This design comes from an exercise in tuning for small area, a short achievable clock period and few clock cycles per item on the open sky130 flow, not from production work.
Only simulation tests tie the RTL to the original design; equivalence was not proved.
Power is estimated from default activity; no workload was simulated.

==> design/flow/design.v <==
package pdee_pkg;
  localparam int STACK_DEPTH_DEF = 64;
  localparam int DATA_W          = 32;
  localparam int CHAR_W          = 8;
  localparam int DEPTH_FIELD_W   = 7;
  localparam int STATUS_W        = 3;
  localparam logic [CHAR_W-1:0] CH_PLUS  = 8'h2B;
  localparam logic [CHAR_W-1:0] CH_MINUS = 8'h2D;
  localparam logic [CHAR_W-1:0] CH_STAR  = 8'h2A;
  localparam logic [CHAR_W-1:0] CH_SLASH = 8'h2F;
  localparam logic [CHAR_W-1:0] CH_ZERO  = 8'h30;
  localparam logic [CHAR_W-1:0] CH_NINE  = 8'h39;
  typedef enum logic [STATUS_W-1:0] {
    ST_OK        = 3'd0,
    ST_IGNORED   = 3'd1,
    ST_OVERFLOW  = 3'd2,
    ST_UNDERFLOW = 3'd3,
    ST_DIVZERO   = 3'd4
  } pdee_status_t;
  typedef enum logic [1:0] {
    KIND_NONE,
    KIND_PUSH,
    KIND_POP
  } pdee_kind_t;
  typedef enum logic [1:0] {
    RES_ZERO,
    RES_DIGIT,
    RES_ALU,
    RES_DIV
  } pdee_res_src_t;
  typedef enum logic [2:0] {
    S_IDLE,
    S_DECODE,
    S_EXEC,
    S_DIV,
    S_WB
  } pdee_state_t;
  typedef struct packed {
    logic          load_in;
    logic          res_load;
    pdee_res_src_t res_src;
    pdee_status_t  status;
    pdee_kind_t    kind;
    logic          div_start;
    logic          commit;
  } pdee_cmd_t;
  typedef struct packed {
    logic is_digit;
    logic is_op;
    logic is_div;
    logic full;
    logic short_stack;
    logic b_zero;
    logic div_done;
    logic out_free;
  } pdee_stat_t;
endpackage
import pdee_pkg::*;
module pdee_divider
(
  input  logic              clk,
  input  logic              rst,
  input  logic              start,
  input  logic [DATA_W-1:0] dividend,
  input  logic [DATA_W-1:0] divisor,
  output logic              done,
  output logic [DATA_W-1:0] quotient
);
  localparam int SW = $clog2(DATA_W);
  logic              busy;
  logic [SW-1:0]     step;
  logic [DATA_W:0]   rem;
  logic [DATA_W-1:0] quo;
  logic [DATA_W-1:0] mag_b;
  logic              neg;
  logic [DATA_W:0]   shifted;
  logic [DATA_W:0]   diff;
  assign shifted  = {rem[DATA_W-1:0], quo[DATA_W-1]};
  assign diff     = shifted - {1'b0, mag_b};
  assign quotient = neg ? (~quo + 1'b1) : quo;
  always_ff @(posedge clk) begin
    if (rst) begin
      busy <= 1'b0;
      done <= 1'b0;
      step <= '0;
    end else begin
      done <= 1'b0;
      if (start) begin
        busy <= 1'b1;
        step <= '0;
      end else if (busy) begin
        step <= step + 1'b1;
        if (step == SW'(DATA_W - 1)) begin
          busy <= 1'b0;
          done <= 1'b1;
        end
      end
    end
  end
  always_ff @(posedge clk) begin
    if (start) begin
      neg   <= dividend[DATA_W-1] ^ divisor[DATA_W-1];
      quo   <= dividend[DATA_W-1] ? (~dividend + 1'b1) : dividend;
      mag_b <= divisor[DATA_W-1] ? (~divisor + 1'b1) : divisor;
      rem   <= '0;
    end else if (busy) begin
      if (!diff[DATA_W]) begin
        rem <= diff;
        quo <= {quo[DATA_W-2:0], 1'b1};
      end else begin
        rem <= shifted;
        quo <= {quo[DATA_W-2:0], 1'b0};
      end
    end
  end
endmodule
import pdee_pkg::*;
module pdee_ctrl
(
  input  logic       clk,
  input  logic       rst,
  input  logic       in_valid,
  output logic       in_ready,
  input  pdee_pkg::pdee_stat_t stat,
  output pdee_pkg::pdee_cmd_t  cmd
);
  pdee_pkg::pdee_state_t state;
  pdee_pkg::pdee_state_t state_next;
  always_ff @(posedge clk) begin
    if (rst) begin
      state <= S_IDLE;
    end else begin
      state <= state_next;
    end
  end
  always_comb begin
    state_next    = state;
    in_ready      = 1'b0;
    cmd.load_in   = 1'b0;
    cmd.res_load  = 1'b0;
    cmd.res_src   = RES_ZERO;
    cmd.status    = ST_OK;
    cmd.kind      = KIND_NONE;
    cmd.div_start = 1'b0;
    cmd.commit    = 1'b0;
    unique case (state)
      S_IDLE: begin
        in_ready = 1'b1;
        if (in_valid) begin
          cmd.load_in = 1'b1;
          state_next  = S_DECODE;
        end
      end
      S_DECODE: begin
        priority if (stat.is_digit) begin
          cmd.res_load = 1'b1;
          if (stat.full) begin
            cmd.status = ST_OVERFLOW;
          end else begin
            cmd.res_src = RES_DIGIT;
            cmd.kind    = KIND_PUSH;
          end
          state_next = S_WB;
        end else if (stat.is_op) begin
          if (stat.short_stack) begin
            cmd.res_load = 1'b1;
            cmd.status   = ST_UNDERFLOW;
            state_next   = S_WB;
          end else begin
            state_next = S_EXEC;
          end
        end else begin
          cmd.res_load = 1'b1;
          cmd.status   = ST_IGNORED;
          state_next   = S_WB;
        end
      end
      S_EXEC: begin
        if (stat.is_div) begin
          if (stat.b_zero) begin
            cmd.res_load = 1'b1;
            cmd.status   = ST_DIVZERO;
            cmd.kind     = KIND_POP;
            state_next   = S_WB;
          end else begin
            cmd.div_start = 1'b1;
            state_next    = S_DIV;
          end
        end else begin
          cmd.res_load = 1'b1;
          cmd.res_src  = RES_ALU;
          cmd.kind     = KIND_POP;
          state_next   = S_WB;
        end
      end
      S_DIV: begin
        if (stat.div_done) begin
          cmd.res_load = 1'b1;
          cmd.res_src  = RES_DIV;
          cmd.kind     = KIND_POP;
          state_next   = S_WB;
        end
      end
      S_WB: begin
        if (stat.out_free) begin
          cmd.commit = 1'b1;
          state_next = S_IDLE;
        end
      end
      default: begin
        state_next = S_IDLE;
      end
    endcase
  end
endmodule
import pdee_pkg::*;
module pdee_datapath
#(
  parameter int STACK_DEPTH = STACK_DEPTH_DEF
) (
  input  logic                     clk,
  input  logic                     rst,
  input  logic [CHAR_W-1:0]        in_character,
  input  logic                     in_clear_first,
  input  pdee_pkg::pdee_cmd_t      cmd,
  output pdee_pkg::pdee_stat_t     stat,
  input  logic                     out_ready,
  output logic                     out_valid,
  output logic [DATA_W-1:0]        out_top_value,
  output logic [DEPTH_FIELD_W-1:0] out_depth,
  output logic [STATUS_W-1:0]      out_status
);
  localparam int CW = $clog2(STACK_DEPTH + 1);
  localparam int AW = $clog2(STACK_DEPTH);
  logic [DATA_W-1:0] mem [STACK_DEPTH];
  logic [CHAR_W-1:0] ch_q;
  logic              clr_q;
  logic [CW-1:0]     cnt;
  logic [DATA_W-1:0] top;
  logic [DATA_W-1:0] a_q;
  logic [DATA_W-1:0] res;
  pdee_pkg::pdee_status_t      status_q;
  pdee_pkg::pdee_kind_t        kind_q;
  logic [CW-1:0]     eff_cnt;
  logic [CW-1:0]     cnt_m1;
  logic [CW-1:0]     cnt_m2;
  logic [CHAR_W-1:0] digit_val;
  logic [DATA_W-1:0] prod;
  logic [DATA_W-1:0] alu;
  logic              div_done;
  logic [DATA_W-1:0] div_q;
  logic [CW-1:0]     cnt_next;
  logic [DATA_W-1:0] top_next;
  assign eff_cnt   = clr_q ? '0 : cnt;
  assign cnt_m1    = eff_cnt - CW'(1);
  assign cnt_m2    = eff_cnt - CW'(2);
  assign digit_val = ch_q - CH_ZERO;
  assign prod      = a_q * top;
  always_comb begin
    unique case (ch_q)
      CH_PLUS:  alu = a_q + top;
      CH_MINUS: alu = a_q - top;
      CH_STAR:  alu = prod;
      default:  alu = '0;
    endcase
  end
  assign stat.is_digit    = (ch_q >= CH_ZERO) && (ch_q <= CH_NINE);
  assign stat.is_op       = (ch_q == CH_PLUS) || (ch_q == CH_MINUS) ||
                            (ch_q == CH_STAR) || (ch_q == CH_SLASH);
  assign stat.is_div      = (ch_q == CH_SLASH);
  assign stat.full        = eff_cnt >= CW'(STACK_DEPTH);
  assign stat.short_stack = eff_cnt < CW'(2);
  assign stat.b_zero      = (top == '0);
  assign stat.div_done    = div_done;
  assign stat.out_free    = !out_valid || out_ready;
  pdee_divider u_div (
    .clk      (clk),
    .rst      (rst),
    .start    (cmd.div_start),
    .dividend (a_q),
    .divisor  (top),
    .done     (div_done),
    .quotient (div_q)
  );
  always_ff @(posedge clk) begin
    a_q <= mem[cnt_m2[AW-1:0]];
  end
  always_ff @(posedge clk) begin
    if (cmd.commit && kind_q == KIND_PUSH && eff_cnt != '0) begin
      mem[cnt_m1[AW-1:0]] <= top;
    end
  end
  always_ff @(posedge clk) begin
    if (cmd.load_in) begin
      ch_q  <= in_character;
      clr_q <= in_clear_first;
    end
    if (cmd.res_load) begin
      unique case (cmd.res_src)
        RES_ZERO:  res <= '0;
        RES_DIGIT: res <= {{(DATA_W - CHAR_W){1'b0}}, digit_val};
        RES_ALU:   res <= alu;
        RES_DIV:   res <= div_q;
        default:   res <= '0;
      endcase
      status_q <= cmd.status;
      kind_q   <= cmd.kind;
    end
  end
  always_comb begin
    unique case (kind_q)
      KIND_PUSH: begin
        cnt_next = eff_cnt + CW'(1);
        top_next = res;
      end
      KIND_POP: begin
        cnt_next = cnt_m1;
        top_next = res;
      end
      default: begin
        cnt_next = eff_cnt;
        top_next = top;
      end
    endcase
  end
  always_ff @(posedge clk) begin
    if (rst) begin
      cnt       <= '0;
      out_valid <= 1'b0;
    end else if (cmd.commit) begin
      cnt       <= cnt_next;
      out_valid <= 1'b1;
    end else if (out_ready) begin
      out_valid <= 1'b0;
    end
  end
  always_ff @(posedge clk) begin
    if (cmd.commit) begin
      top           <= top_next;
      out_top_value <= (cnt_next == '0) ? '0 : top_next;
      out_depth     <= DEPTH_FIELD_W'(cnt_next);
      out_status    <= status_q;
    end
  end
endmodule
import pdee_pkg::*;
module pdee_top
(
  input  logic                     clk,
  input  logic                     rst,
  input  logic                     in_valid,
  output logic                     in_ready,
  input  logic [CHAR_W-1:0]        in_char,
  input  logic                     in_clear_first,
  output logic                     out_valid,
  input  logic                     out_ready,
  output logic [DATA_W-1:0]        out_top,
  output logic [DEPTH_FIELD_W-1:0] out_depth,
  output logic [STATUS_W-1:0]      out_status
);
  pdee_pkg::pdee_cmd_t  cmd;
  pdee_pkg::pdee_stat_t stat;
  pdee_ctrl u_ctrl (
    .clk      (clk),
    .rst      (rst),
    .in_valid (in_valid),
    .in_ready (in_ready),
    .stat     (stat),
    .cmd      (cmd)
  );
  pdee_datapath #(
    .STACK_DEPTH (STACK_DEPTH_DEF)
  ) u_dp (
    .clk            (clk),
    .rst            (rst),
    .in_character   (in_char),
    .in_clear_first (in_clear_first),
    .cmd            (cmd),
    .stat           (stat),
    .out_ready      (out_ready),
    .out_valid      (out_valid),
    .out_top_value  (out_top),
    .out_depth      (out_depth),
    .out_status     (out_status)
  );
endmodule
==> design/flow/run.sh <==
#!/bin/bash
# synth_recipe.tcl (not shown) runs the flow's synth.tcl, then flattens the netlist and writes it again
# the make line also repeats each setting of config.mk as NAME=value (left out here)
make -C /OpenROAD-flow-scripts/flow DESIGN_CONFIG=/design/flow/config.mk WORK_HOME=/design/flow/orfs CLKGATE_MAP_FILE= SYNTH_SCRIPT=/design/flow/synth_recipe.tcl finish
==> design/flow/config.mk <==
export PLATFORM = sky130hd
export DESIGN_NAME = pdee_top
export DESIGN_NICKNAME = pdee_top
export VERILOG_FILES = /design/flow/design.v
export SDC_FILE = /design/flow/constraint.sdc
export NUM_CORES = 4
export LEC_CHECK = 0
export CAP_MARGIN = 20
export CORE_MARGIN = 2
export CORE_UTILIZATION = 40
export SLEW_MARGIN = 20
==> design/flow/constraint.sdc <==
create_clock -name core_clock -period 10.0 [get_ports {clk}]
set_input_delay 2.0000 -clock core_clock [delete_from_list [all_inputs] [get_ports {clk}]]
set_output_delay 2.0000 -clock core_clock [all_outputs]
set_load 0.01 [all_outputs]
==> out/results.ini <==
[status]
outcome=timing/DRC/antenna clean

[synth]
synthArstFlopShare=0
synth_area_leaders=edfxtp_1, fa_1, mux4_2, nand2_1, mux2i_1
synth.avg_cell_area_um2=14.5
syn_area_um2=111000
syn-num-nets=8270
yosysTopAreaCell=edfxtp_1
syn_inst=7646
synth_top_area_share=0.606
synth_ff_type=edfxtp_1
yosysSeqAreaShare=0.621
synth_edf_count=2233
yosysWarningCount=3
synth_cell_types=85
ys_ff_latch=2315

[layout]
seqCellArea_um2=68700
filler_cell_count=24189
fin_nets=8331
layout_commonest_cell=edfxtp_1
fin_area_um2=125000
drive_gt1_frac=0.125
syn_to_final_growth_pct=12.6
final_cell_mix=edfxtp_1, nand2_1, inv_1
multiInputGateArea_um2=39100
utilization=0.452

[drt]
wirelength_mm=329
route.antenna.remaining_nets=0
drt_iter0_drc=6947
drc=0
via_per_inst=5.75
drt_pre_antenna_iters=6
vias=66836
wl_per_cell_um=28.3

[sta]
fin_skew_ps=110
worst_pin_slew_ps=1380
min_period_ps=8260
setup_viol=0
fin_ws_ps=1740
hold_violations=0
max-slew-margin-rel=0.0767
setup_tns_ps=0
max_clock_freq_mhz=121
fin_crit_sh=0.826
rsz0062_at_grt=no
slew_violations=0

[min_path]
min_from=u_dp.status_q[2]$_DFFE_PP_
hold_class=reg -> reg
holdPathEnd=u_dp.out_status[2]$_DFFE_PP_
hold_path_depth=0

[critical_path]
reg2reg_from=u_dp.top[7]$_DFFE_PP_
critPathCaptureType=flip-flop
timing.rr.end=u_dp.res[31]$_DFFE_PP_
cp_max_fo=72
critPathRequiredTime_ps=10570
crit_path_start_kind=flip-flop
worst-setup-path-type=reg -> reg
reg2regPathDepth=21
arrival_ps=8840
r2r_slack_ps=1740

[floorplan]
io_pins=57
die_w_um=530
start_util=0.401
fp.dieH_um=530
core_area_um2=276000
num_rows=193
dieArea_um2=281000

[place]
pre_cts_ws_ps=1680
placed_cell_area_um2=117000
hpwl_mm=199
gp_congestion=0.940
port_buffers=56

[clock_network]
cts_sinks=2315
cts_made_buffers=245
post-cts-setup-buffer-count=0
post_cts_resized=0
clkTransAtPathRegs_ps=60
clockBufferDepth=4
holdBufCountCts=0
cts_root_buffer=clkbuf_16
cts_tree=yes
clkLatencyLatePin_ps=940
htreeDepth=4

[power]
ir_drop_uv=1350
p_leak_nw=41.9
power_mw=40.8
power_density_nw_per_um2=327

[grt]
grt-ovfl-total=0
grt_pass1_vias=67747
grt_pass1_wl_mm=477
track_usage=0.232
grt_max_degree=126
antenna_found_initial=29

[job]
maxCapViolCount=0

cell type report:
cell class,instances,share of cell area
tap,3705,0.0372
timing repair buffer,291,0.0206
clock inverter,135,0.0109
antenna,14,0.000281
sequential,2315,0.552
inverter,455,0.0138
multi-input combinational,4399,0.314
clock buffer,305,0.0513
where the power goes:
part           leakage [nW]  total (mW)  switching [mW]  internal (mW)
Sequential             20.8        10.7           0.109           10.6
Combinational          17.4        21.2            12.5           8.71
Clock                  3.75        8.88            3.80           5.08
cell families (layout without fill, tap and decap cells):
logic type / Yosys count / in the layout / synth area share
flip-flops: 2315 / 2315 / 0.621
AO/OA/AOI/OAI: 1063 / 1063 / 0.0689
multiplexers: 587 / 587 / 0.0825
adder cells (fa/ha/maj): 611 / 611 / 0.0970
other: 0 / 14 / 0
AND/OR/NAND/NOR: 1877 / 1877 / 0.0778
XOR/XNOR: 261 / 261 / 0.0208
buffers and inverters: 932 / 1186 / 0.0319
worst max-delay path: stages (launching register included):
cell	delay (ps)
edfxtp_1	980
buf_4	730
and2_1	250
fa_1	440
fa_1	490
fa_1	510
inv_1	50
fa_1	470
inv_1	50
fa_1	490
fa_1	570
fa_1	440
fa_1	450
ha_1	340
and3_1	210
o2111ai_1	110
nand3_1	110
or4_1	470
a31o_2	280
a31oi_1	240
xnor2_1	180
o21ai_1	90
sequential cells by signal (all words and copies together) (netlist names):
register	count
u_dp.u_div.quo	32
u_dp.out_valid	1
u_ctrl.state	3
u_dp.mem	2048
u_dp.u_div.rem	32
u_dp.out_top_value	32
u_dp.cnt	7
u_dp.clr_q	1
u_dp.status_q	3
u_dp.out_depth	7
u_dp.res	32
u_dp.a_q	32
u_dp.u_div.done	1
u_dp.u_div.neg	1
u_dp.kind_q	2
u_dp.top	32
u_dp.u_div.mag_b	32
u_dp.u_div.step	5
u_dp.ch_q	8
u_dp.u_div.busy	1
u_dp.out_status	3
per-layer routing:
metal / track usage / routed length (µm) / vias up
li1: - / - / 28476
met1: 0.308 / 132000 / 34739
met2: 0.369 / 153000 / 2984
met3: 0.0582 / 30500 / 621
met4: 0.0872 / 13600 / 16
met5: 0 / 94 / -
synth_stat cells (all sizes together), types with 129 or more instances:
cell and number:
xnor2 143, inv 455, clkbuf 385, mux2i 298, ha 201, and2 312
a21oi 205, edfxtp 2233, fa 410, nand2 844, o221ai 199, o21ai 152
nor2 360, mux4 256, o211ai 129
metrics by stage:
stage	hold WS, ps	instances
floorplan	400	7646
global placement	409	11161
detailed placement	406	11163
CTS	426	11603
global route	442	11614
finish	426	11619
how the worst max path moves through the flow:
stage                          start                      to  slack [ps]  cells past startpoint
2_1_floorplan  u_dp.top[6]$_DFFE_PP_  u_dp.res[31]$_DFFE_PP_        1950                     26
3_3_place_gp   u_dp.top[7]$_DFFE_PP_  u_dp.res[31]$_DFFE_PP_        1900                     21
3_5_place_dp   u_dp.top[7]$_DFFE_PP_  u_dp.res[31]$_DFFE_PP_        1680                     21
4_1_cts        u_dp.top[7]$_DFFE_PP_  u_dp.res[31]$_DFFE_PP_        1710                     21
5_1_grt        u_dp.top[7]$_DFFE_PP_  u_dp.res[31]$_DFFE_PP_        1470                     21
6_report       u_dp.top[7]$_DFFE_PP_  u_dp.res[31]$_DFFE_PP_        1740                     21
Testbench counts, summed over its fixed seeds: cycles 23,331, items 4,800.

what the ideal ports hide:
How much do the figures lean on ideal ports? The routed layout below was timed once more, with nothing changed but the port constraints.
Step 1 sets driving cells, clkbuf_16 on the clock port and buf_2 on the other inputs (assumed; they add their load-dependent delay and slew).
Step 2, shift: input delay + t, output delay - t, t = (earliest + latest rising clock arrival at the registers) / 2. This alone moves slack from input paths to output paths.
a / b / c = ideal / step 1 / step 2; a / b = the first two.
shift t [ns]: 0.970
setup WS [ns]: 1.736 / 1.736 / 1.736
pins driven straight from the clock port: 1
After both steps this run still meets setup and hold. For this run, drivers alone change the setup slack by 0.000 ns; drivers and shift together by 0.000 ns.
